Context: an optimization exercise on an open-source flow, tuned for small area and a short achievable clock period. The choices shown serve that exercise and are no tape-out recipe.
Only simulation tests tie the RTL to the original design; equivalence was not proved.
Power and IR drop assume default switching activity.

==> design.v <==
module rf_bit_next (
    input  logic en,
    input  logic en_n,
    input  logic d,
    input  logic q,
    output logic nq
);
    assign nq = (en & d) | (en_n & q);
endmodule
module rf_o211a (
    input  logic lo_n, hi_n, lo, hi,
    output logic y
);
    assign y = (lo_n | hi_n) & lo & hi;
endmodule
module rf_nor2 (
    input  logic a, b,
    output logic y
);
    assign y = !(a | b);
endmodule
module rf_nand2 (
    input  logic a, b,
    output logic y
);
    assign y = !(a & b);
endmodule
module rf_nand4 (
    input  logic a, b, c, d,
    output logic y
);
    assign y = !(a & b & c & d);
endmodule
module rf_nand3 (
    input  logic a, b, c,
    output logic y
);
    assign y = !(a & b & c);
endmodule
module rf_read_grp8 (
    input  logic [7:0] sel,
    input  logic [7:0] d,
    output logic       y
);
    assign y = |(sel & d);
endmodule
module rf_read_bit (
    input  logic [31:0] sel,
    input  logic [31:0] d,
    output logic        y
);
    logic [3:0] u;
    logic [1:0] v;
    for (genvar k = 0; k < 4; k++) begin : g_grp
        rf_read_grp8 u_g (.sel(sel[8*k +: 8]), .d(d[8*k +: 8]), .y(u[k]));
    end
    rf_nor2  u_v0 (.a(u[0]), .b(u[1]), .y(v[0]));
    rf_nor2  u_v1 (.a(u[2]), .b(u[3]), .y(v[1]));
    rf_nand2 u_y  (.a(v[0]), .b(v[1]), .y(y));
endmodule
module rf_read_dec (
    input  logic [4:0]  a,
    input  logic [4:0]  wa,
    input  logic        rst_n,
    input  logic        wr,
    output logic [31:0] sel
);
    logic [7:0] lo, wlo_n;
    logic [3:0] hi, whi_n;
    logic [4:0] a_n, wa_n;
    assign a_n  = ~a;
    assign wa_n = ~wa;
    for (genvar j = 0; j < 8; j++) begin : g_wlo
        rf_nand3 u_wlo (
            .a(((j / 4) % 2) == 1 ? wa[2] : wa_n[2]),
            .b(((j / 2) % 2) == 1 ? wa[1] : wa_n[1]),
            .c((j % 2) == 1 ? wa[0] : wa_n[0]),
            .y(wlo_n[j])
        );
    end
    for (genvar k = 0; k < 4; k++) begin : g_whi
        rf_nand4 u_whi (
            .a(rst_n),
            .b(wr),
            .c((k / 2) == 1 ? wa[4] : wa_n[4]),
            .d((k % 2) == 1 ? wa[3] : wa_n[3]),
            .y(whi_n[k])
        );
    end
    always_comb begin
        for (int j = 0; j < 8; j++) lo[j] = (a[2:0] == 3'(j));
        for (int k = 0; k < 4; k++) hi[k] = (a[4:3] == 2'(k));
    end
    assign sel[0] = rst_n && wr && (wa == a) && (a != 5'd0);
    for (genvar i = 1; i < 32; i++) begin : g_sel
        rf_o211a u_sel (
            .lo_n(wlo_n[i % 8]),
            .hi_n(whi_n[i / 8]),
            .lo  (lo[i % 8]),
            .hi  (hi[i / 8]),
            .y   (sel[i])
        );
    end
endmodule
module reg_file #(
    parameter int DATA_W = 32,
    parameter int ADDR_W = 5
) (
    input  logic              clk,
    input  logic              rst_n,
    input  logic              RegWrite,
    input  logic [ADDR_W-1:0] WriteReg,
    input  logic [DATA_W-1:0] WriteData,
    input  logic [ADDR_W-1:0] ReadReg1,
    input  logic [ADDR_W-1:0] ReadReg2,
    output logic [DATA_W-1:0] ReadData1,
    output logic [DATA_W-1:0] ReadData2,
    input  logic [ADDR_W-1:0] DbgReg,
    output logic [DATA_W-1:0] DbgData
);
    localparam int DEPTH = 2 ** ADDR_W;
    logic [DEPTH-1:1][DATA_W-1:0] regs;
    logic [DEPTH-1:1][DATA_W-1:0] regs_nxt;
    logic [DEPTH-1:1]             wen;      
    logic [DEPTH-1:1]             wen_n;
    logic [DATA_W-1:0]            wdata;    
    always_comb begin
        for (int i = 1; i < DEPTH; i++) begin
            wen[i]   = !rst_n || (RegWrite && (WriteReg == ADDR_W'(i)));
            wen_n[i] = !wen[i];
        end
        wdata = rst_n ? WriteData : '0;
    end
    for (genvar i = 1; i < DEPTH; i++) begin : g_reg
        for (genvar b = 0; b < DATA_W; b++) begin : g_bit
            rf_bit_next u_nxt (
                .en  (wen[i]),
                .en_n(wen_n[i]),
                .d   (wdata[b]),
                .q   (regs[i][b]),
                .nq  (regs_nxt[i][b])
            );
        end
    end
    always_ff @(posedge clk) begin
        regs <= regs_nxt;
    end
    logic [2:0][ADDR_W-1:0] raddr;
    logic [2:0][DATA_W-1:0] rdata;
    assign raddr = {DbgReg, ReadReg2, ReadReg1};
    for (genvar p = 0; p < 3; p++) begin : g_port
        for (genvar h = 0; h < 2; h++) begin : g_half
            logic [DEPTH-1:0] rsel;
            rf_read_dec u_dec (
                .a    (raddr[p]),
                .wa   (WriteReg),
                .rst_n(rst_n),
                .wr   (RegWrite),
                .sel  (rsel)
            );
            for (genvar b = 16 * h; b < 16 * h + 16; b++) begin : g_bit
                logic [DEPTH-1:0] col;
                assign col[0] = WriteData[b];
                for (genvar i = 1; i < DEPTH; i++) begin : g_col
                    assign col[i] = regs[i][b];
                end
                rf_read_bit u_rd (
                    .sel(rsel),
                    .d  (col),
                    .y  (rdata[p][b])
                );
            end
        end
    end
    assign ReadData1 = rdata[0];
    assign ReadData2 = rdata[1];
    assign DbgData   = rdata[2];
endmodule
==> flow/run.sh <==
#!/bin/bash
# Own layout flow: the standard synthesis unchanged, then the standard ORFS layout with
# a few placement/optimisation options changed:
#  - cell-footprint matching off, so repair may swap e.g. a delay buffer for a plain buffer;
#  - port buffers are plain buffers (sky130_fd_sc_hd__buf_2) instead of the default pick;
#  - clock tree synthesis without dummy loads.
# Each step's output goes to a log file of its own here; ORFS's own per-step logs are
# under orfs/logs/.
set -uo pipefail
bash standard.sh synth > synth.log 2>&1 || exit 1
bash standard.sh \
    MATCH_CELL_FOOTPRINT=0 \
    "BUFFER_PORTS_ARGS=-buffer_cell sky130_fd_sc_hd__buf_2" \
    "CTS_ARGS=-sink_clustering_enable -repair_clock_nets -dont_use_dummy_load -sink_clustering_size 20 -sink_clustering_max_diameter 70" \
    finish > layout.log 2>&1 || exit 1
==> standard.sh <==
#!/bin/bash
# synth_recipe.tcl (not shown) runs the flow's synth.tcl, then flattens the netlist and writes it again
# the make line also repeats each setting of config.mk as NAME=value (left out here)
make -C /OpenROAD-flow-scripts/flow DESIGN_CONFIG=/design/flow/config.mk WORK_HOME=/design/flow/orfs CLKGATE_MAP_FILE= SYNTH_SCRIPT=/design/flow/synth_recipe.tcl "${@:-finish}"
==> config.mk <==
export PLATFORM = sky130hd
export DESIGN_NAME = reg_file
export DESIGN_NICKNAME = reg_file
export VERILOG_FILES = /design/flow/design.v
export SDC_FILE = /design/flow/constraint.sdc
export NUM_CORES = 4
export LEC_CHECK = 0
export CAP_MARGIN = 20
export CORE_MARGIN = 2
export CORE_UTILIZATION = 40
export PLACE_DENSITY = 0.5
export SETUP_SLACK_MARGIN = 1.5
export SLEW_MARGIN = 20
export SYNTH_HIERARCHICAL = 1
==> constraint.sdc <==
create_clock -name core_clock -period 6.5 [get_ports {clk}]
set_input_delay 1.3000 -clock core_clock [delete_from_list [all_inputs] [get_ports {clk}]]
set_output_delay 1.3000 -clock core_clock [all_outputs]
set_load 0.01 [all_outputs]
==> summary.txt, run 1 <==
status=complete, no violations; Leak=20.1 nW; Worst Tran Pin Value=1.26 ns; core area=0.119 mm2; crit-path cells=buf_6 > nand3_1 > o211a_2 > a22oi_1 > nand4_1 > nor2_1 > nand2_1 > buf_2; I/O pin total=151; largest net degree at the start of global routing=41; initial antenna violation count=17; Cells after Synth=4,748; Die W=350 um; most flop-heavy register=regs; Initial Util=40.1%; DRC viols=0; pre-CTS WS=0.815 ns; worst hold path type=flip-flop to flip-flop; Post-synth EDFFs=0; top flop regs=regs (992); CTS tree=built; die area=0.123 mm2; share of cells above drive strength 1=16.5%; Area Growth Syn to Fin=17.1%; via/cell ratio=7.91; Async SR Flop Fraction=0%; CP required=5.20 ns; num rows=127; Synth Register Bits=992; GRT met3 Usage=14.6%; first-pass GRT wire length=384,000 um; Yosys warning total=8; max reg flops=992; mapped cell area=0.0480 mm2; area of the multi-input gates=0.0299 mm2; gr ovfl total=0; RSZ-0062 raised after global routing=true; Critical Path End Type=output port; max_cap viols=0; CP Class=primary input to output port; register area=0.0199 mm2; Clock transition at path regs=0.06 ns; Num CTS Buffers=80; Worst EP arrival=3.82 ns; Final ANT Viol Nets=0; Synth Flop Type=dfxtp_1; Fin Setup TNS=0 ns; placed wire-length estimate=181,000 um; WP buf/inv=2; Clock Sinks=992; DRT iter0 DRCs=10,204; Top Usage Layer GRT=met2; period utilization=78.8%; met2 usage=60.2%; Crit path max-delay family=simple AND/OR/NAND/NOR gates; Total Nets Final=5,187; Setup Viol. Count Final=0; # H-tree levels=3; Global Route Usage Sum=43.4%; clk buf depth=3; Final GP Congestion=1.03; final hold violation count=0; Buffers on Ports=150; register area share after synthesis=41.4%; slowest stage cell, crit path=o211a_2; drt total wl=280,000 um; non-filler instance count after layout=6,747; setup slack after layout=1.38 ns; M1 GR Usage=59.2%; FF-to-FF setup slack=5.73 ns; Detailed Routing Iterations Pass 1=9; via count=53,350; Hold-fix buffers, CTS=0; Slew HR=15.7%; FILL cells=11,301; worst skew pair latency=0.69 ns; Unique masters post-synth=30; Worst path max stage delay=0.52 ns; syn_nets=4,803; Max Fanout on Critical Path=38; clk root buf=clkbuf_16; most frequent cells in the layout=1,536 x a22oi_1, 992 x a22o_1, 992 x dfxtp_1; peak supply drop=0.000196 V; Mean Syn Cell Area=10.1 um2; commonest non-fill, non-tap cell in the layout=a22oi_1; Post-Place Cells=6,620; Max Slew Vio Count=0; Wirelength per Cell=41.4 um; fin crit period=5.12 ns; Fmax=195 MHz; Power Density=250 mW/mm2; vias in the first global route=47,717; die height=350 um; Critical Path Source Type=primary input; clk_skew=0 ns
## area by class of cell
type	instances	share of cell area [%]
tap	1612	3.59
clock buffer	80	3.57
multi-input combinational	3697	53.3
sequential	992	35.4
antenna	5	0.0223
timing repair buffer	331	3.99
inverter	30	0.207
## what timing repair did
item,CTS,global route
resized for setup,441,113
setup buffers,37,0
gates cloned,3,0
endpoints found under the setup margin,96,95
pin swaps,20,13
## report_power, final
part	internal, mW	total (mW)	switching (mW)
Sequential	6.60	7.27	0.670
Combinational	0.753	2.27	1.52
Clock	2.16	4.47	2.31
Total	9.52	14.0	4.49
## per-module statistics from Yosys, one instance, submodules excluded, excerpt
module        flops+latches  times used
reg_file                992           1
rf_bit_next               0         992
rf_nand2                  0          96
rf_nand3                  0          48
rf_nand4                  0          24
rf_nor2                   0         192
rf_o211a                  0         186
rf_read_dec               0           6
rf_read_grp8              0         384
## synthesized netlist by cell type, types with 13 or more instances
cell type / instances / area (um2)
nand3_1: 54 / 270
nand4_1: 415 / 2600
nor3b_1: 18 / 135
inv_1: 30 / 113
buf_6: 18 / 203
nand2_1: 104 / 390
nor2_1: 204 / 766
o21ai_0: 28 / 140
a22o_1: 992 / 8690
o21a_1: 31 / 233
o211a_1: 186 / 1860
clkbuf_1: 13 / 48.8
xnor2_2: 18 / 293
a22oi_1: 1536 / 11500
and2_1: 38 / 238
dfxtp_1: 992 / 19900
## stage by stage
step,area [um2],utilization [%],hold WS [ns],power (mW)
floorplan,48000,-,0.486,8.23
global route,56100,47.0,0.541,14.3
detailed placement,51900,43.5,0.506,9.40
global placement,51900,43.5,0.501,9.40
CTS,55600,46.5,0.524,13.8
finish,56200,47.0,0.526,14.0
## worst paths after layout
| path | from | to | cells after the start |
|---|---|---|---|
| setup / recovery | WriteReg[1] | ReadData2[21] | 8 |
| hold / removal | regs[273] | regs[273] | 1 |
| setup reg to reg | regs[900] | regs[900] | 1 |
| hold reg to reg | regs[273] | regs[273] | 1 |
## per-layer routing
layer / routed length, um / vias to the layer above
met4: 17900 / 28
met3: 39800 / 845
met2: 111000 / 4598
li1: - / 21574
met5: 208 / -
met1: 110000 / 26305
## kinds of logic after synthesis
| logic type | share of synthesized area, % |
|---|---|
| compound gates | 47.0 |
| xor+xnor | 0.830 |
| buf+inv | 0.770 |
| flops | 41.4 |
| simple gates | 9.98 |
==> inputs of run 2 (changes only) <==
--- a/config.mk
+++ b/config.mk
@@ -5,10 +5,10 @@
 export SDC_FILE = /design/flow/constraint.sdc
 export NUM_CORES = 4
 export LEC_CHECK = 0
-export CAP_MARGIN = 20
+export CAP_MARGIN = 10
 export CORE_MARGIN = 2
 export CORE_UTILIZATION = 40
 export PLACE_DENSITY = 0.5
 export SETUP_SLACK_MARGIN = 1.5
-export SLEW_MARGIN = 20
+export SLEW_MARGIN = 10
 export SYNTH_HIERARCHICAL = 1
==> run 2 against run 1 <==
Net effect: sequential power about the same; sequential share of layout area up 0.12 points; clock power down 2%; area after synthesis unchanged; count of clock-buffer cells in the layout down 2; utilization down 0.15 points; cell area down 0.33%; die area unchanged; register-to-register slack better by 0.02 ns; largest power group unchanged.
==> summary.txt, run 2 <==
status=complete, no violations; CP required=5.20 ns; Adder-Cell Fraction of Synth Area=0%; clk buf depth=3; Initial Util=40.1%; Critical Path End Type=output port; top flop regs=regs (992); Synth top area share=41.4%; final hold violation count=0; r2r startpoint=regs[745]; Post-Place Cells=6,619; largest net degree at the start of global routing=41; vias in the first global route=48,119; FF-to-FF setup slack=5.75 ns; Reg power frac=52.2%; Num CTS Buffers=78; worst hold path type=flip-flop to flip-flop; I/O pin total=151; FILL cells=11,389; worst skew pair latency=0.72 ns; Int Pwr=9.46 mW; net switching power=4.46 mW; share of cells above drive strength 1=16.4%; Worst Tran Pin Value=1.33 ns; crit path launch=ReadReg2[4]; core area=0.119 mm2; Clock transition at path regs=0.04 ns; Final ANT Viol Nets=0; Cells after Synth=4,748; period utilization=79.0%; switching part of the total=32.1%; Fmax=195 MHz; Final GP Congestion=1.03; fin crit period=5.13 ns; most frequent cells after synthesis=1,536 x a22oi_1, 992 x a22o_1, 992 x dfxtp_1, 415 x nand4_1, 204 x nor2_1; max_cap viols=0; Slew HR=11.2%; Yosys warning total=8; Wirelength per Cell=41.5 um; Critical Path End=ReadData2[12]; max reg flops=992; non-filler instance count after layout=6,742; gr ovfl total=0; Worst Hold Slack=0.528 ns; Synth Flop Type=dfxtp_1; DRC viols=0; Async SR Flop Fraction=0%; clk root buf=clkbuf_16; Post-synth EDFFs=0; Leak=20.0 nW; Max Fanout on Critical Path=16; largest family of logic cells by synthesized area=compound AO/OA/AOI/OAI gates; Setup Viol. Count Final=0; Synth Register Bits=992; mapped cell area=0.0480 mm2; initial antenna violation count=17; Critical Path Source Type=primary input; post-synthesis mux area share=0%; compound-cell area share of the yosys netlist=47.0%; most frequent cells in the layout=1,535 x a22oi_1, 992 x a22o_1, 992 x dfxtp_1; Max Slew Vio Count=0; most frequent cell after synthesis=a22oi_1; Hold-fix buffers, CTS=0; peak supply drop=0.000207 V; via count=53,279; DRT iter0 DRCs=9,912; Tot Pwr=13.9 mW; clk_skew=0 ns; Worst EP arrival=3.83 ns; via/cell ratio=7.90; Synth area leader=dfxtp_1; CTS tree=built; Comb power frac=16.3%; post-synthesis xor/xnor area fraction=0.830%; commonest non-fill, non-tap cell in the layout=a22oi_1; Area Growth Syn to Fin=16.7%; num rows=127; Global Route Usage Sum=43.6%; syn_nets=4,803; Unique masters post-synth=30; Die W=350 um; Mean Syn Cell Area=10.1 um2; Clock Sinks=992; die area=0.123 mm2; first-pass GRT wire length=385,000 um; Buffers on Ports=150; die height=350 um; Total Nets Final=5,185; Clock Power Share=31.5%; Detailed Routing Iterations Pass 1=7; reg2reg path depth=1; most flop-heavy register=regs; drt total wl=280,000 um; register area share after synthesis=41.4%; # H-tree levels=3; largest cells by area after synthesis=dfxtp_1 41%, a22oi_1 24%, a22o_1 18%, nand4_1 5.4%, o211a_1 3.9%; Power Density=249 mW/mm2; FF-to-FF End=regs[745]; CP Class=primary input to output port; RSZ-0062 raised after global routing=true; simple-gate portion of the synthesized area=9.98%; Fin Setup TNS=0 ns; placed wire-length estimate=181,000 um
==> run 2: changes by cell type in the layout (fill, tap and decap cells not counted), moves of 4 or more <==
cell	change
nor2_1	+10
nand3_2	+7
o211a_2	+4
nor2_2	-18
buf_4	+5
nand3_1	-4
nor2_4	+8
o211a_4	-6
==> run 2: power by group through the flow <==
stage / Clock (mW) / Sequential (mW) / Combinational, mW
after floorplan: 0 / 7.12 / 1.11
after global placement: 0 / 7.37 / 2.03
after detailed placement: 0 / 7.36 / 2.04
after CTS: 4.42 / 7.23 / 2.11
after global routing: 4.62 / 7.33 / 2.30
final: 4.39 / 7.27 / 2.26
==> run 2: layout make-up <==
cell class / count / area (um2) / area share [%]
Antenna cell: 2 / 5.00 / 0.00894
Clock buffer: 78 / 1950 / 3.49
Inverter: 30 / 116 / 0.208
Multi-Input combinational cell: 3694 / 29800 / 53.3
Sequential cell: 992 / 19900 / 35.5
Tap cell: 1612 / 2020 / 3.60
Timing Repair Buffer: 334 / 2210 / 3.95
==> run 2: metal layers <==
layer | routed length, um | GRT usage (%) | up-vias
met5 | 150 | 0.942 | -
met4 | 17300 | 20.9 | 22
met3 | 39300 | 15.5 | 897
met2 | 112000 | 60.7 | 4504
met1 | 112000 | 59.2 | 26321
li1 | - | - | 21535
==> run 2: logic make-up (layout without fill, tap and decap cells) <==
group,after synthesis,after routing
flops,992,992
compound gates,2782,2782
other cells,0,2
simple gates,882,882
buf+inv,62,442
xor+xnor,30,30
==> run 2: worst max-delay path: stages <==
cell,delay (ns)
buf_2,0.43
nor2b_2,0.52
o211a_2,0.63
a22oi_1,0.18
nand4_1,0.26
nor2_4,0.10
nand2_1,0.18
buf_2,0.17
==> run 2: how the worst min path moves through the flow <==
stage               from         to  slack [ns]  cells after the start
5_1_grt        regs[725]  regs[725]        0.55                      1
3_3_place_gp   regs[793]  regs[793]        0.50                      1
2_1_floorplan  regs[128]  regs[128]        0.49                      1
3_5_place_dp   regs[116]  regs[116]        0.51                      1
4_1_cts        regs[592]  regs[592]        0.52                      1
6_report       regs[406]  regs[406]        0.53                      1
==> run 2: repair_timing <==
action / in CTS / in global routing
setup buffers: 38 / 5
pin swaps: 19 / 23
setup endpoints to repair: 96 / 95
resized for setup: 415 / 129
==> run 2: through the flow <==
| step | instance area (um2) | setup WS [ns] | utilization, % |
|---|---|---|---|
| detailed placement | 51900 | 0.808 | 43.5 |
| finish | 56000 | 1.37 | 46.8 |
| global route | 56000 | 1.44 | 46.8 |
| floorplan | 48000 | 2.56 | - |
| CTS | 55300 | 1.44 | 46.3 |
| global placement | 51900 | 0.756 | 43.5 |
==> run 2: Yosys stat by module (local to each module, per instance), a selection <==
module        copies in the design  area (um2)  cells  flops+latches
rf_bit_next                    992        8.76      1              0
rf_nand2                        96        3.75      1              0
rf_nand3                        48        5.00      1              0
rf_nand4                        24        6.26      1              0
rf_nor2                        192        3.75      1              0
rf_o211a                       186        10.0      1              0
rf_read_grp8                   384        36.3      5              0
==> inputs of run 3 (changes only) <==
--- a/config.mk
+++ b/config.mk
@@ -9,6 +9,6 @@
 export CORE_MARGIN = 2
 export CORE_UTILIZATION = 40
 export PLACE_DENSITY = 0.5
-export SETUP_SLACK_MARGIN = 1.5
+export SETUP_SLACK_MARGIN = 1.3
 export SLEW_MARGIN = 10
 export SYNTH_HIERARCHICAL = 1
==> run 3 against run 2 <==
Net effect: still clean on timing, DRC and antenna; hold slack got worse by 0.0012 ns; critical path depth rose by 2; wire length fell by 0.12%; highest routed layer unchanged.
==> summary.txt, run 3 <==
status=complete, no violations; Worst EP arrival=4.02 ns; via/cell ratio=7.92; clk root buf=clkbuf_16; Num CTS Buffers=78; Critical Path End Type=output port; reg2reg path depth=1; syn_nets=4,803; num rows=127; post-synthesis xor/xnor area fraction=0.830%; core area=0.119 mm2; Synth top area share=41.4%; HP Start=regs[261]; FF-to-FF End=regs[900]; peak supply drop=0.000207 V; vias in the first global route=47,702; Max Slew Vio Count=0; crit-path cells=buf_4 > inv_1 > nand3_1 > o211a_2 > buf_4 > a22oi_1 > nand4_1 > nor2_1 > nand2_1 > buf_2; DRC viols=0; cell area after placement=0.0519 mm2; hold path depth=1; most frequent cells in the layout=1,536 x a22oi_1, 992 x a22o_1, 992 x dfxtp_1; slowest stage cell, crit path=o211a_2; largest net degree at the start of global routing=41; Max Fanout on Critical Path=34; initial antenna violation count=16; max_cap viols=0; drt total wl=280,000 um; worst hold path type=flip-flop to flip-flop; register area share after synthesis=41.4%; Async SR Flop Fraction=0%; Unique masters post-synth=30; Fin Setup TNS=0 ns; non-filler instance count after layout=6,735; Die W=350 um; Final GP Congestion=1.03; Power Density=252 mW/mm2; Worst Tran Pin Value=1.33 ns; Final ANT Viol Nets=0; most used cell, CP=buf_4; Fmax=188 MHz; simple-gate portion of the synthesized area=9.98%; clk_skew=0 ns; die area=0.123 mm2; Post-Place Cells=6,619; Leak=19.8 nW; CP required=5.20 ns; Slew HR=11.2%; most flop-heavy register=regs; Buffers on Ports=150; Global Route Usage Sum=43.4%; FF-to-FF setup slack=5.74 ns; Wirelength per Cell=41.5 um; mapped cell area=0.0480 mm2; fin crit period=5.32 ns; top flop regs=regs (992); pre-CTS WS=0.808 ns; post-synthesis mux area share=0%; share of cells above drive strength 1=15.0%; most frequent cell after synthesis=a22oi_1; Yosys warning total=8; first-pass GRT wire length=383,000 um; largest cells by area after synthesis=dfxtp_1 41%, a22oi_1 24%, a22o_1 18%, nand4_1 5.4%, o211a_1 3.9%; Clock Sinks=992; die height=350 um; largest family of logic cells by synthesized area=compound AO/OA/AOI/OAI gates; Synth Flop Type=dfxtp_1; Area Growth Syn to Fin=15.0%; via count=53,323; Cells after Synth=4,748; period utilization=81.8%; Synth Register Bits=992; commonest non-fill, non-tap cell in the layout=a22oi_1; gr ovfl total=0; Worst Hold Slack=0.527 ns; Detailed Routing Iterations Pass 1=7; final instance area=0.0551 mm2; most frequent cells after synthesis=1,536 x a22oi_1, 992 x a22o_1, 992 x dfxtp_1, 415 x nand4_1, 204 x nor2_1; Critical Path Source Type=primary input; final hold violation count=0; RSZ-0062 raised after global routing=true; Clock transition at path regs=0.04 ns; max reg flops=992; Mean Syn Cell Area=10.1 um2; worst skew pair latency=0.72 ns; DRT iter0 DRCs=10,275; Post-synth EDFFs=0; Setup Viol. Count Final=0; # H-tree levels=3; Adder-Cell Fraction of Synth Area=0%; CP Class=primary input to output port; Finished Core Util=46.1%; Initial Util=40.1%; Worst path max stage delay=0.48 ns; Hold EP=regs[261]; placed wire-length estimate=181,000 um; Synth area leader=dfxtp_1; r2r startpoint=regs[900]; clk buf depth=3; CTS tree=built; setup slack after layout=1.18 ns; Total Nets Final=5,178; Tot Pwr=13.9 mW; I/O pin total=151; compound-cell area share of the yosys netlist=47.0%
## run 3: cell counts after synthesis
Identical to the previous run, type by type.
## run 3: layout make-up
class                           count  area [um2]
Sequential cell                   992       19900
Inverter                           30         113
Clock buffer                       78        1950
Tap cell                         1612        2020
Fill cell                       11494       64400
Multi-Input combinational cell   3694       29100
Timing Repair Buffer              327        2110
Antenna cell                        2        5.00
## run 3: worst max-delay path by stage
stage	startpoint	endpoint	slack (ns)
3_3_place_gp	WriteReg[1]	ReadData2[12]	0.76
5_1_grt	WriteReg[2]	ReadData1[6]	1.24
3_5_place_dp	WriteReg[1]	ReadData2[12]	0.81
2_1_floorplan	DbgReg[2]	DbgData[0]	2.56
6_report	WriteReg[2]	ReadData1[6]	1.18
4_1_cts	ReadReg2[1]	ReadData2[12]	1.20
## run 3: power by group
group | switching (mW) | internal, mW
registers | 0.671 | 6.60
clock network | 2.27 | 2.11
logic | 1.49 | 0.727
total | 4.43 | 9.44
## run 3: kinds of logic after synthesis
family,after synthesis
AO/OA/AOI/OAI,2782
flip-flops,992
AND/OR/NAND/NOR,882
buffers and inverters,62
XOR/XNOR,30
## run 3: worst max-delay path: cells and delay by family
| kind | cells | cell delay [ns] |
|---|---|---|
| buf+inv | 4 | 0.81 |
| simple gates | 4 | 1.04 |
| compound gates | 2 | 0.80 |
## run 3: Yosys stat by module (local to each module, per instance), a selection
module,flip-flops and latches,cells
rf_nand2,0,1
reg_file,992,1116
rf_nor2,0,1
rf_bit_next,0,1
rf_o211a,0,1
rf_read_grp8,0,5
rf_nand4,0,1
rf_read_dec,0,29
rf_nand3,0,1
## run 3: timing repair
| item | CTS | global route |
|---|---|---|
| endpoints found under the setup margin | 96 | 95 |
| resized for setup | 234 | 153 |
| pin swaps | 7 | 13 |
| hold buffers | 0 | 0 |
| buffers inserted | 12 | 24 |
## run 3: per-layer routing
metal  routed length, um  part of all wire [%]  up-vias  GRT usage (%)
li1                    -                     -    21530              -
met3               39800                    14      897           15.6
met1              111000                    40    26272           59.0
met2              111000                    40     4600           60.3
met5                 288                  0.10        -          0.863
met4               17300                   6.2       24           20.7
==> inputs of run 4 (changes only) <==
--- a/config.mk
+++ b/config.mk
@@ -7,8 +7,8 @@
 export LEC_CHECK = 0
 export CAP_MARGIN = 10
 export CORE_MARGIN = 2
-export CORE_UTILIZATION = 40
-export PLACE_DENSITY = 0.5
-export SETUP_SLACK_MARGIN = 1.3
+export CORE_UTILIZATION = 45
+export PLACE_DENSITY = 0.55
+export SETUP_SLACK_MARGIN = 1.5
 export SLEW_MARGIN = 10
 export SYNTH_HIERARCHICAL = 1
==> run 4 against run 3 <==
Net effect: count of clock-buffer cells in the layout fell by 4; cell area rose by 0.35%; wire length fell by 6.8%; cell count fell by 3.5%; sequential share of layout area fell by 0.12 points; sequential power fell by 0.6%; hold slack barely moved; global-route usage rose by 2.1 points; still clean; critical path depth fell by 1; critical path type unchanged.
==> summary.txt, run 4 <==
reg2reg path depth=1; WP buf/inv=3; status=complete, no violations; Critical Path Stages=9; Max Fanout on Critical Path=35; mapped cell area=0.0480 mm2; Synth top area share=41.4%; syn_nets=4,803; first-pass GRT wire length=363,000 um; via/cell ratio=8.16; Worst Tran Pin Value=1.40 ns; Synth Flop Type=dfxtp_1; clk_skew=0 ns; worst skew pair latency=0.67 ns; Power Density=247 mW/mm2; register area share after synthesis=41.4%; final hold violation count=0; # H-tree levels=3; share of cells above drive strength 1=15.6%; Clock transition at path regs=0.07 ns; HP Start=regs[708]; peak supply drop=0.000216 V; Fmax=196 MHz; most frequent cells after synthesis=1,536 x a22oi_1, 992 x a22o_1, 992 x dfxtp_1, 415 x nand4_1, 204 x nor2_1; die area=0.109 mm2; FF-to-FF End=regs[901]; Critical Path Source Type=primary input; FF-to-FF setup slack=5.79 ns; Leak=19.9 nW; Initial Util=45.4%; register area=0.0199 mm2; final instance area=0.0553 mm2; M1 GR Usage=59.4%; Final ANT Viol Nets=0; Synth Register Bits=992; Critical Path End=ReadData2[18]; cell area after placement=0.0515 mm2; CP required=5.20 ns; CP Class=primary input to output port; Detailed Routing Iterations Pass 1=9; Clock Sinks=992; slowest stage cell, crit path=o211a_2; commonest non-fill, non-tap cell in the layout=a22oi_1; num rows=119; I/O pin total=151; clk buf depth=3; pre-CTS WS=0.909 ns; Top Usage Layer GRT=met2; Critical Path End Type=output port; max reg flops=992; RSZ-0062 raised after global routing=true; Mean Syn Cell Area=10.1 um2; vias in the first global route=47,851; Final GP Congestion=1.02; initial antenna violation count=21; clk root buf=clkbuf_16; FILL cells=9,648; Die W=330 um; Post-synth EDFFs=0; die height=330 um; Max Slew Vio Count=0; Worst EP arrival=3.79 ns; Yosys warning total=8; period utilization=78.4%; Synth area leader=dfxtp_1; Slew HR=6.52%; worst hold path type=flip-flop to flip-flop; most frequent cell after synthesis=a22oi_1; CTS tree=built; max_cap viols=0; via count=53,017; Unique masters post-synth=30; GRT met3 Usage=18.4%; Async SR Flop Fraction=0%; Cells after Synth=4,748; gr ovfl total=0; core area=0.106 mm2; Fin Setup TNS=0 ns; Tot Pwr=13.7 mW; placed wire-length estimate=168,000 um; most frequent cells in the layout=1,535 x a22oi_1, 992 x a22o_1, 992 x dfxtp_1; Num CTS Buffers=74; Buffers on Ports=150; met2 usage=63.4%; crit path launch=WriteReg[2]; Worst Hold Slack=0.527 ns; Total Nets Final=5,159; largest net degree at the start of global routing=45; Worst path max stage delay=0.51 ns; area of the multi-input gates=0.0297 mm2; most flop-heavy register=regs; Hold-fix buffers, CTS=0; Wirelength per Cell=40.1 um; top flop regs=regs (992); setup slack after layout=1.41 ns; r2r startpoint=regs[901]; largest cells by area after synthesis=dfxtp_1 41%, a22oi_1 24%, a22o_1 18%, nand4_1 5.4%, o211a_1 3.9%; fin crit period=5.09 ns; drt total wl=260,000 um; crit-path cells=buf_6 > inv_1 > nand3_1 > o211a_2 > a22oi_1 > nand4_1 > nor2_2 > nand2_1 > buf_2; Crit path max-delay family=simple AND/OR/NAND/NOR gates; DRC viols=0; Setup Viol. Count Final=0; Area Growth Syn to Fin=15.4%; Global Route Usage Sum=45.5%; DRT iter0 DRCs=9,109
-- run 4: what timing repair did --
item / CTS / global route
resized for setup: 363 / 153
pin swaps: 10 / 25
setup buffers: 25 / 7
endpoints found under the setup margin: 96 / 96
gates cloned: 0 / 1
-- run 4: cell families (layout without fill, tap and decap cells) --
logic type	Yosys count	after routing	synth area share, %
AO/OA/AOI/OAI	2782	2783	47.0
flip-flops	992	992	41.4
AND/OR/NAND/NOR	882	882	9.98
buffers and inverters	62	415	0.770
XOR/XNOR	30	30	0.830
other	0	6	0
-- run 4: layer usage --
metal,share of wire [%],vias up
li1,-,21494
met4,7.2,34
met5,0.19,-
met1,38,25861
met2,40,4573
met3,15,1055
-- run 4: layout make-up --
type | instances | share of cell area (%)
well taps | 1391 | 3.15
flip-flops and latches | 992 | 35.9
inverters | 30 | 0.224
diodes | 6 | 0.0271
repair buffers | 311 | 3.66
multi-input cells | 3695 | 53.7
clock buffers | 74 | 3.35
-- run 4: worst min path at each step --
stage	slack, ns	cells after the start	to
after floorplan	0.49	1	regs[128]
after global placement	0.50	1	regs[598]
after detailed placement	0.51	1	regs[210]
after CTS	0.52	1	regs[989]
after global routing	0.54	1	regs[453]
final	0.53	1	regs[708]
-- run 4: power by group --
part	internal, mW	leakage, nW	switching, mW
Clock	2.01	0.912	2.23
Combinational	0.738	10.7	1.48
Sequential	6.60	8.25	0.629
Total	9.35	19.9	4.34
-- run 4: metrics by stage --
stage                     instances  util, %
final                          6499     52.4
after global routing           6493     52.4
after CTS                      6485     51.6
after detailed placement       6386     48.8
after global placement         6386     48.8
after floorplan                4748        -
-- run 4: Yosys stat by module, one instance, submodules excluded, a selection --
module / flops+latches / area [um2] / cells inside
rf_nand4: 0 / 6.26 / 1
rf_read_grp8: 0 / 36.3 / 5
reg_file: 992 / 20600 / 1116
rf_nand3: 0 / 5.00 / 1
rf_bit_next: 0 / 8.76 / 1
rf_nor2: 0 / 3.75 / 1
rf_nand2: 0 / 3.75 / 1
==> inputs of run 5 (changes only) <==
--- a/design.v
+++ b/design.v
@@ -12,18 +12,6 @@
     output logic y
 );
     assign y = (lo_n | hi_n) & lo & hi;
-endmodule
-module rf_nor2 (
-    input  logic a, b,
-    output logic y
-);
-    assign y = !(a | b);
-endmodule
-module rf_nand2 (
-    input  logic a, b,
-    output logic y
-);
-    assign y = !(a & b);
 endmodule
 module rf_nand4 (
     input  logic a, b, c, d,
@@ -40,23 +28,20 @@
 module rf_read_grp8 (
     input  logic [7:0] sel,
     input  logic [7:0] d,
-    output logic       y
+    output logic       y_n
 );
-    assign y = |(sel & d);
+    assign y_n = !(|(sel & d));
 endmodule
 module rf_read_bit (
     input  logic [31:0] sel,
     input  logic [31:0] d,
     output logic        y
 );
-    logic [3:0] u;
-    logic [1:0] v;
+    logic [3:0] u_n;
     for (genvar k = 0; k < 4; k++) begin : g_grp
-        rf_read_grp8 u_g (.sel(sel[8*k +: 8]), .d(d[8*k +: 8]), .y(u[k]));
+        rf_read_grp8 u_g (.sel(sel[8*k +: 8]), .d(d[8*k +: 8]), .y_n(u_n[k]));
     end
-    rf_nor2  u_v0 (.a(u[0]), .b(u[1]), .y(v[0]));
-    rf_nor2  u_v1 (.a(u[2]), .b(u[3]), .y(v[1]));
-    rf_nand2 u_y  (.a(v[0]), .b(v[1]), .y(y));
+    rf_nand4 u_y (.a(u_n[0]), .b(u_n[1]), .c(u_n[2]), .d(u_n[3]), .y(y));
 endmodule
 module rf_read_dec (
     input  logic [4:0]  a,
==> config.mk (replaced) <==
export PLATFORM = sky130hd
export DESIGN_NAME = reg_file
export DESIGN_NICKNAME = reg_file
export VERILOG_FILES = /design/flow/design.v
export SDC_FILE = /design/flow/constraint.sdc
export NUM_CORES = 4
export LEC_CHECK = 0
export CAP_MARGIN = 20
export CORE_MARGIN = 2
export CORE_UTILIZATION = 40
export PLACE_DENSITY = 0.5
export SETUP_SLACK_MARGIN = 1.5
export SLEW_MARGIN = 20
export SYNTH_HIERARCHICAL = 1
==> run 5 against run 4 <==
Net effect: utilization down 5.3 points; first-iteration DRC count grew 9.3%; combinational power rose by 3%; count of clock-buffer cells in the layout up 7; still clean; sequential power hardly changed; clock power up 6.4%.
==> summary.txt, run 5 <==
status=complete, no violations; CP Class=primary input to output port; first-pass GRT wire length=399,000 um; Slew HR=14.9%; drt total wl=294,000 um; Clock Sinks=992; Final ANT Viol Nets=0; top flop regs=regs (992); peak supply drop=0.000214 V; Tot Pwr=14.0 mW; most flop-heavy register=regs; Comb power frac=16.2%; final hold violation count=0; Area Growth Syn to Fin=16.7%; DRC viols=0; Wirelength per Cell=44.6 um; syn_nets=4,611; Reg power frac=51.5%; Max Slew Vio Count=0; most frequent cell after synthesis=a22oi_1; switching part of the total=31.9%; I/O pin total=151; Power Density=248 mW/mm2; Synth Flop Type=dfxtp_1; clk buf depth=3; max_cap viols=0; worst hold path type=flip-flop to flip-flop; initial antenna violation count=29; commonest non-fill, non-tap cell in the layout=a22oi_1; largest cells by area after synthesis=dfxtp_1 41%, a22oi_1 24%, a22o_1 18%, and4_1 6.9%, o211a_1 3.8%; Unique masters post-synth=31; DRT iter0 DRCs=9,953; max reg flops=992; mapped cell area=0.0484 mm2; Buffers on Ports=150; Setup Viol. Count Final=0; Cells after Synth=4,556; num rows=127; Yosys warning total=8; core area=0.120 mm2; Worst path max stage delay=0.55 ns; gr ovfl total=0; Fin Setup TNS=0 ns; RSZ-0062 raised after global routing=true; most frequent cells after synthesis=1,536 x a22oi_1, 992 x a22o_1, 992 x dfxtp_1, 384 x and4_1, 186 x o211a_1; register area share after synthesis=41.0%; Global Route Usage Sum=44.7%; CTS tree=built; largest net degree at the start of global routing=44; fin crit period=5.16 ns; Worst EP arrival=3.86 ns; Clock transition at path regs=0.06 ns; Final GP Congestion=1.05; clk root buf=clkbuf_16; Worst Tran Pin Value=1.28 ns; most frequent cells in the layout=1,536 x a22oi_1, 992 x a22o_1, 992 x dfxtp_1; slowest stage cell, crit path=and4_1; Detailed Routing Iterations Pass 1=8; period utilization=79.3%; Max Fanout on Critical Path=35; Mean Syn Cell Area=10.6 um2; Int Pwr=9.55 mW; net switching power=4.47 mW; Synth area leader=dfxtp_1; CP required=5.20 ns; Num CTS Buffers=81; FILL cells=11,198; Clock Power Share=32.3%; vias in the first global route=47,811; Critical Path End Type=output port; placed wire-length estimate=194,000 um; clk_skew=0 ns; Die W=352 um; worst skew pair latency=0.67 ns; Synth top area share=41.0%; die area=0.124 mm2; # H-tree levels=3; Synth Register Bits=992; Total Nets Final=5,029; Hold-fix buffers, CTS=0; die height=352 um; crit-path cells=buf_6 > nand3_1 > o211a_4 > a22oi_1 > and4_1 > nand4_1 > buf_2; share of cells above drive strength 1=16.0%; via count=53,670; Initial Util=40.4%; via/cell ratio=8.14; Leak=18.3 nW; Post-synth EDFFs=0; Async SR Flop Fraction=0%; Fmax=194 MHz; Critical Path Source Type=primary input
[run 5: cell type report]
type                            instances  area [um2]  area share, %
Timing Repair Buffer                  367        2500           4.42
Multi-Input combinational cell       3502       30000           53.1
Antenna cell                            6        15.0         0.0266
Inverter                               30         113          0.199
Clock buffer                           81        2030           3.59
Tap cell                             1612        2020           3.57
Sequential cell                       992       19900           35.1
[run 5: modules after synthesis (local to each module, per instance), excerpt]
module | cells inside | flip-flops and latches
rf_read_grp8 | 5 | 0
rf_nand4 | 1 | 0
rf_read_dec | 29 | 0
reg_file | 1116 | 992
rf_o211a | 1 | 0
rf_bit_next | 1 | 0
rf_nand3 | 1 | 0
[run 5: repair_timing]
action / in CTS / in global routing
buffers inserted: 22 / 7
endpoints found under the setup margin: 96 / 89
resized for setup: 363 / 92
pin swaps: 14 / 8
[run 5: power by group through the flow]
stage / Clock, mW / Sequential, mW / Combinational [mW]
after global routing: 4.73 / 7.28 / 2.29
after CTS: 4.53 / 7.19 / 2.13
final: 4.52 / 7.22 / 2.28
after detailed placement: 0 / 7.32 / 2.07
after global placement: 0 / 7.33 / 2.06
after floorplan: 0 / 7.12 / 1.09
[run 5: cell families (layout without fill, tap and decap cells)]
group	Yosys count	after routing	share of synthesized area (%)
AO/OA/AOI/OAI	2782	2782	46.5
XOR/XNOR	30	30	0.821
other	0	6	0
AND/OR/NAND/NOR	690	690	10.9
buffers and inverters	62	478	0.762
flip-flops	992	992	41.0
[run 5: metrics by stage]
stage / area [um2] / utilization, % / worst slack, ns / cells / hold slack [ns]
6_report: 56500 / 47.1 / 1.34 / 6590 / 0.525
5_1_grt: 56500 / 47.1 / 1.44 / 6584 / 0.536
4_1_cts: 56100 / 46.7 / 1.45 / 6577 / 0.523
3_5_place_dp: 52700 / 44.0 / 0.805 / 6474 / 0.507
3_3_place_gp: 52700 / 44.0 / 0.814 / 6474 / 0.501
2_1_floorplan: 48400 / - / 2.48 / 4556 / 0.486
[run 5: final timing paths]
kind	startpoint	end	slack (ns)	cells past startpoint
worst min register to register	regs[484]	regs[484]	0.52	1
worst max-delay path	WriteReg[2]	DbgData[31]	1.34	7
worst min-delay path	regs[484]	regs[484]	0.52	1
worst max register to register	regs[870]	regs[870]	5.77	1
[run 5: per-layer routing]
layer  track usage [%]  vias to the layer above  routed length (um)  part of all wire [%]
li1                  -                    21230                   -                     -
met2              59.6                     4761              113000                    38
met3              22.5                      920               49200                    17
met1              60.8                    26713              118000                    40
met5              1.42                        -                 507                  0.17
met4              16.1                       46               13600                   4.6
[run 5: critical path, delay by kind of cell]
| family | cells | cell delay (ns) |
|---|---|---|
| simple gates | 3 | 1.30 |
| compound gates | 2 | 0.69 |
| buf+inv | 2 | 0.53 |

-- separate check: timing with driven ports --
The results above use ideal ports. As a check the final layouts listed here were re-extracted and re-timed, cells and wires unchanged. Step 1: set_driving_cell puts a clkbuf_16 on clk and a buf_2 on each other input, an assumption about the parent block. Step 2 times the ports against the registers' clock, not the clock port: input delays grow and output delays shrink by t, the midpoint of the rising clock arrivals with the driver on. a / b / c = ideal / step 1 / step 2; a / b = the first two.
run | t, ns | setup slack, ns | hold WS [ns] | latest minus earliest clock arrival (ns) | slew at the worst register clock pin (ns)
run 1 | 0.758 | 1.380 / 1.222 / 1.222 | 0.526 / 0.526 / 0.526 | 0.085 / 0.085 | 0.09 / 0.09
run 2 | 0.773 | 1.368 / 1.290 / 1.290 | 0.528 / 0.528 / 0.528 | 0.096 / 0.096 | 0.09 / 0.09
run 3 | 0.770 | 1.183 / 1.111 / 1.111 | 0.527 / 0.527 / 0.527 | 0.096 / 0.096 | 0.09 / 0.09
run 4 | 0.725 | 1.406 / 1.240 / 1.240 | 0.527 / 0.527 / 0.527 | 0.093 / 0.093 | 0.09 / 0.09
run 5 | 0.765 | 1.342 / 1.302 / 1.302 | 0.525 / 0.525 / 0.525 | 0.102 / 0.102 | 0.09 / 0.09
After both steps every run listed still meets setup and hold. The setup slack of run 4, which loses most, moves by -0.166 ns with the drivers and by -0.166 ns with both steps.
